From an optimization exercise on the open Yosys and OpenROAD flow, aimed at small area, a short achievable clock period and few clock cycles per item; shortcuts taken in it are not production practice. Only simulation tests tie the RTL to the original design; equivalence was not proved.

## old
==> flow/design.v <==
module cordic_pipe #(
  parameter int W         = 16,
  parameter int AW        = 16,
  parameter int ITER      = 12,
  parameter int GAIN_COMP = 1,
  parameter int IN_REG    = 0,    
  parameter int IPS       = 1,    
  parameter int GSPLIT    = 1,    
  parameter int SKID      = 2     
) (
  input  logic          clk,
  input  logic          rst,
  input  logic          in_valid,
  output logic          in_ready,
  input  logic          in_mode,
  input  logic [W-1:0]  in_x,
  input  logic [W-1:0]  in_y,
  input  logic [AW-1:0] in_z,
  output logic          out_valid,
  input  logic          out_ready,
  output logic          out_mode,
  output logic [W-1:0]  out_x,
  output logic [W-1:0]  out_y,
  output logic [AW-1:0] out_z
);
  localparam int XW = W + 2;
  localparam int BW = XW - 5;   
  localparam int NS = ITER / IPS;
  localparam logic signed [AW-1:0] Z90  = AW'(9000);
  localparam logic signed [AW-1:0] Z180 = AW'(18000);
  function automatic logic [AW-1:0] atan_cdeg(input int i);
    case (i)
      0:  atan_cdeg = 4500;
      1:  atan_cdeg = 2657;
      2:  atan_cdeg = 1404;
      3:  atan_cdeg = 713;
      4:  atan_cdeg = 358;
      5:  atan_cdeg = 179;
      6:  atan_cdeg = 90;
      7:  atan_cdeg = 45;
      8:  atan_cdeg = 22;
      9:  atan_cdeg = 11;
      10: atan_cdeg = 6;
      11: atan_cdeg = 3;
      12: atan_cdeg = 1;
      13: atan_cdeg = 1;
      default: atan_cdeg = 0;
    endcase
  endfunction
  function automatic logic [XW-1:0] addsub(input logic [XW-1:0] a, input logic [XW-1:0] b,
                                           input logic sub);
    logic [XW:0] s;
    s = {a, 1'b1} + {b ^ {XW{sub}}, sub};
    addsub = s[XW:1];
  endfunction
  localparam int NV = IN_REG + 1 + NS + (GSPLIT == 1 ? 2 : 1);   
  logic          en;              
  logic          o_v, s_v, rdy;   
  logic [NV-1:0] vld;
  assign out_valid = o_v;
  always_ff @(posedge clk or posedge rst) begin
    if (rst) vld <= '0;
    else if (en) vld <= {vld[NV-2:0], in_valid};
  end
  logic signed [AW-1:0] zi;
  logic                 r_hi, r_lo, vfold, n_fold, n_kp, n_kn, n_d0;
  assign zi     = in_z;
  assign r_hi   = zi > Z90;             
  assign r_lo   = zi < -Z90;            
  assign vfold  = in_x[W-1];            
  assign n_fold = in_mode ? vfold : (r_hi || r_lo);
  assign n_kp   = in_mode ? (vfold && !in_y[W-1]) : r_lo;
  assign n_kn   = in_mode ? (vfold && in_y[W-1]) : r_hi;
  assign n_d0   = in_mode ? (vfold ? (!in_y[W-1] && in_y != 0) : in_y[W-1])
                          : (r_hi ? (zi >= Z180) : r_lo ? (zi >= -Z180) : !zi[AW-1]);
  logic          i_mode, i_fold, i_kp, i_kn, i_d0;
  logic [W-1:0]  i_x, i_y;
  logic [AW-1:0] i_zm;
  if (IN_REG != 0) begin : g_inreg
    always_ff @(posedge clk) begin
      if (en) begin
        i_mode <= in_mode;
        i_x    <= in_x;
        i_y    <= in_y;
        i_zm   <= in_mode ? '0 : in_z;
        i_fold <= n_fold;
        i_kp   <= n_kp;
        i_kn   <= n_kn;
        i_d0   <= n_d0;
      end
    end
  end else begin : g_noinreg
    assign i_mode = in_mode;
    assign i_x    = in_x;
    assign i_y    = in_y;
    assign i_zm   = in_mode ? '0 : in_z;
    assign i_fold = n_fold;
    assign i_kp   = n_kp;
    assign i_kn   = n_kn;
    assign i_d0   = n_d0;
  end
  logic signed [XW-1:0] ext_x, ext_y, px_n, py_n;
  logic signed [AW-1:0] pz_n;
  assign ext_x = {{2{i_x[W-1]}}, i_x};
  assign ext_y = {{2{i_y[W-1]}}, i_y};
  assign px_n  = i_fold ? -ext_x : ext_x;
  assign py_n  = i_fold ? -ext_y : ext_y;
  if (IN_REG != 0) begin : g_pz_sel
    assign pz_n = i_zm + (i_kp ? Z180 : i_kn ? -Z180 : AW'(0));
  end else begin : g_pz_mux
    logic signed [AW-1:0] zp, zn;
    assign zp   = i_zm + Z180;
    assign zn   = i_zm - Z180;
    assign pz_n = i_kp ? zp : i_kn ? zn : i_zm;
  end
  logic [NS:0]           s_mode, s_dx, s_dy, s_dz;
  logic [NS:0][XW-1:0]   s_x, s_y;
  logic [NS:0][AW-1:0]   s_z;
  always_ff @(posedge clk) begin
    if (en) begin
      s_mode[0] <= i_mode;
      s_x[0]    <= px_n;
      s_y[0]    <= py_n;
      s_z[0]    <= pz_n;
      s_dx[0]   <= i_d0;
      s_dy[0]   <= i_d0;
      s_dz[0]   <= i_d0;
    end
  end
  localparam int NC = NS * (IPS + 1);
  logic [NC-1:0][XW-1:0] cx, cy;
  logic [NC-1:0][AW-1:0] cz;
  logic [NC-1:0]         cdx, cdy, cdz;
  for (genvar k = 0; k < NS; k++) begin : g_stage
    localparam int B = k * (IPS + 1);
    assign cx[B+0]  = s_x[k];
    assign cy[B+0]  = s_y[k];
    assign cz[B+0]  = s_z[k];
    assign cdx[B+0] = s_dx[k];
    assign cdy[B+0] = s_dy[k];
    assign cdz[B+0] = s_dz[k];
    for (genvar j = 0; j < IPS; j++) begin : g_rot
      localparam int I = k * IPS + j;
      localparam logic [AW-1:0] ANG = atan_cdeg(I);
      logic signed [XW-1:0] xv, yv, xs, ys;
      assign xv        = cx[B+j];
      assign yv        = cy[B+j];
      assign xs        = xv >>> I;
      assign ys        = yv >>> I;
      assign cx[B+j+1]   = addsub(cx[B+j], ys, cdx[B+j]);
      assign cy[B+j+1]   = addsub(cy[B+j], xs, !cdy[B+j]);
      assign cz[B+j+1]   = cz[B+j] + (cdz[B+j] ? -ANG : ANG);
      assign cdx[B+j+1]  = s_mode[k] ? cy[B+j+1][XW-1] : !cz[B+j+1][AW-1];
      assign cdy[B+j+1]  = cdx[B+j+1];
      assign cdz[B+j+1]  = cdx[B+j+1];
    end
    always_ff @(posedge clk) begin
      if (en) begin
        s_mode[k+1] <= s_mode[k];
        s_x[k+1]    <= cx[B+IPS];
        s_y[k+1]    <= cy[B+IPS];
        s_z[k+1]    <= cz[B+IPS];
        s_dx[k+1]   <= cdx[B+IPS];
        s_dy[k+1]   <= cdy[B+IPS];
        s_dz[k+1]   <= cdz[B+IPS];
      end
    end
  end
  logic signed [XW-1:0] l_x, l_y, g_x, g_y;
  logic          g_mode;
  logic [AW-1:0] g_z;
  assign l_x = s_x[NS];
  assign l_y = s_y[NS];
  if (GSPLIT == 1) begin : g_gain2
    logic signed [XW-1:0] ga_x, ga_y;
    logic signed [BW-1:0] gb_x, gb_y;
    logic          ga_mode;
    logic [AW-1:0] ga_z;
    always_ff @(posedge clk) begin
      if (en) begin
        ga_mode <= s_mode[NS];
        ga_z    <= s_z[NS];
        ga_x    <= (l_x >>> 1) + (l_x >>> 3);
        ga_y    <= (l_y >>> 1) + (l_y >>> 3);
        gb_x    <= BW'(l_x >>> 6) + BW'(l_x >>> 9);
        gb_y    <= BW'(l_y >>> 6) + BW'(l_y >>> 9);
        g_mode  <= ga_mode;
        g_z     <= ga_z;
        g_x     <= ga_x - XW'(gb_x);
        g_y     <= ga_y - XW'(gb_y);
      end
    end
  end else if (GSPLIT == 2) begin : g_gainh
    logic signed [XW-1:0] ga_x, ga_y;
    logic signed [BW-1:0] gb_x, gb_y;
    always_ff @(posedge clk) begin
      if (en) begin
        g_mode <= s_mode[NS];
        g_z    <= s_z[NS];
        ga_x   <= (l_x >>> 1) + (l_x >>> 3);
        ga_y   <= (l_y >>> 1) + (l_y >>> 3);
        gb_x   <= BW'(l_x >>> 6) + BW'(l_x >>> 9);
        gb_y   <= BW'(l_y >>> 6) + BW'(l_y >>> 9);
      end
    end
    assign g_x = ga_x - XW'(gb_x);
    assign g_y = ga_y - XW'(gb_y);
  end else begin : g_gain1
    always_ff @(posedge clk) begin
      if (en) begin
        g_mode <= s_mode[NS];
        g_z    <= s_z[NS];
        g_x    <= (l_x >>> 1) + (l_x >>> 3) - (l_x >>> 6) - (l_x >>> 9);
        g_y    <= (l_y >>> 1) + (l_y >>> 3) - (l_y >>> 6) - (l_y >>> 9);
      end
    end
  end
  function automatic logic [W-1:0] sat(input logic signed [XW-1:0] v);
    if (v[XW-1:W-1] != {(XW-W+1){v[XW-1]}}) sat = {v[XW-1], {(W-1){!v[XW-1]}}};
    else                                    sat = v[W-1:0];
  endfunction
  logic [3*W:0] res, skid;
  assign res = GAIN_COMP != 0 ? {g_mode, sat(g_x), sat(g_y), g_z}
                              : {s_mode[NS], sat(l_x), sat(l_y), s_z[NS]};
  if (SKID == 1) begin : g_skid
    logic push, o_v_n, s_v_n;
    assign en       = !s_v;
    assign in_ready = rdy;
    assign push     = en && vld[NV-1];
    assign o_v_n    = s_v || push || (o_v && !out_ready);
    assign s_v_n    = s_v ? !out_ready : (push && o_v && !out_ready);
    always_ff @(posedge clk or posedge rst) begin
      if (rst) begin
        o_v <= 1'b0;
        s_v <= 1'b0;
        rdy <= 1'b1;
      end else begin
        o_v <= o_v_n;
        s_v <= s_v_n;
        rdy <= !s_v_n;
      end
    end
    always_ff @(posedge clk) begin
      if (!s_v) skid <= res;
      if (!o_v || out_ready) {out_mode, out_x, out_y, out_z} <= s_v ? skid : res;
    end
  end else if (SKID == 2) begin : g_noreg
    assign en       = !o_v || out_ready;
    assign in_ready = en;
    assign s_v      = 1'b0;
    assign rdy      = 1'b1;
    assign skid     = '0;
    assign o_v      = vld[NV-1];
    assign {out_mode, out_x, out_y, out_z} = res;
  end else begin : g_noskid
    assign en       = !o_v || out_ready;
    assign in_ready = en;
    assign s_v      = 1'b0;
    assign rdy      = 1'b1;
    assign skid     = '0;
    always_ff @(posedge clk or posedge rst) begin
      if (rst) o_v <= 1'b0;
      else if (en) o_v <= vld[NV-1];
    end
    always_ff @(posedge clk) begin
      if (en) {out_mode, out_x, out_y, out_z} <= res;
    end
  end
endmodule
Settings: LEC_CHECK=0, CAP_MARGIN=20, CORE_MARGIN=2, CORE_UTILIZATION=60, CTS_BUF_LIST=sky130_fd_sc_hd__clkbuf_8 sky130_fd_sc_hd__clkbuf_4, CTS_CLUSTER_DIAMETER=60, CTS_CLUSTER_SIZE=30, SETUP_SLACK_MARGIN=1.2, SLEW_MARGIN=20; clock period 4.4 ns.
run.sh (not shown) runs the stock make flow with config.mk's settings and CLKGATE_MAP_FILE= SYNTH_SCRIPT=/design/flow/synth_recipe.tcl, a recipe that flattens the netlist after the stock synthesis.
Testbench counts of old, summed over its fixed seeds: cycles 8,120, items 8,000.
> inputs changed (old -> new)
Settings: CTS_CLUSTER_SIZE no longer set, was 30; CTS_CLUSTER_DIAMETER no longer set, was 60; CTS_BUF_LIST no longer set, was sky130_fd_sc_hd__clkbuf_8 sky130_fd_sc_hd__clkbuf_4.
==> comparison <==
In terms of detailed route wirelength on metal2, old and new differ only marginally.
Delta (new minus old): clock skew fell by 0.027 ns; upper clock frequency limit increased by 2.2% relative to the old numbers.

-- what the ideal ports hide --
Ports are ideal in the flow. The routed layouts listed here were re-timed in OpenROAD. Step 1: set_driving_cell puts a clkbuf_16 on clk and a buf_2 on each other input, an assumption about the parent block. Step 2 also shifts input and output timing later by t, the mid clock arrival at the registers, as if the neighbouring blocks saw the same clock. Slacks: no drivers / after step 1 / after step 2; pairs: no drivers / after step 1.
| run | shift t [ns] | slack for setup (ns) | clock arrival spread, ns |
|---|---|---|---|
| old | 0.828 | 1.110 / 1.110 / 0.657 | 0.057 / 0.058 |
| new | 0.743 | 1.181 / 1.181 / 0.746 | 0.031 / 0.030 |
After both steps setup and hold are still met in every run listed. The setup slack of old, which loses most, moves by 0.000 ns with the drivers and by -0.453 ns with both steps.
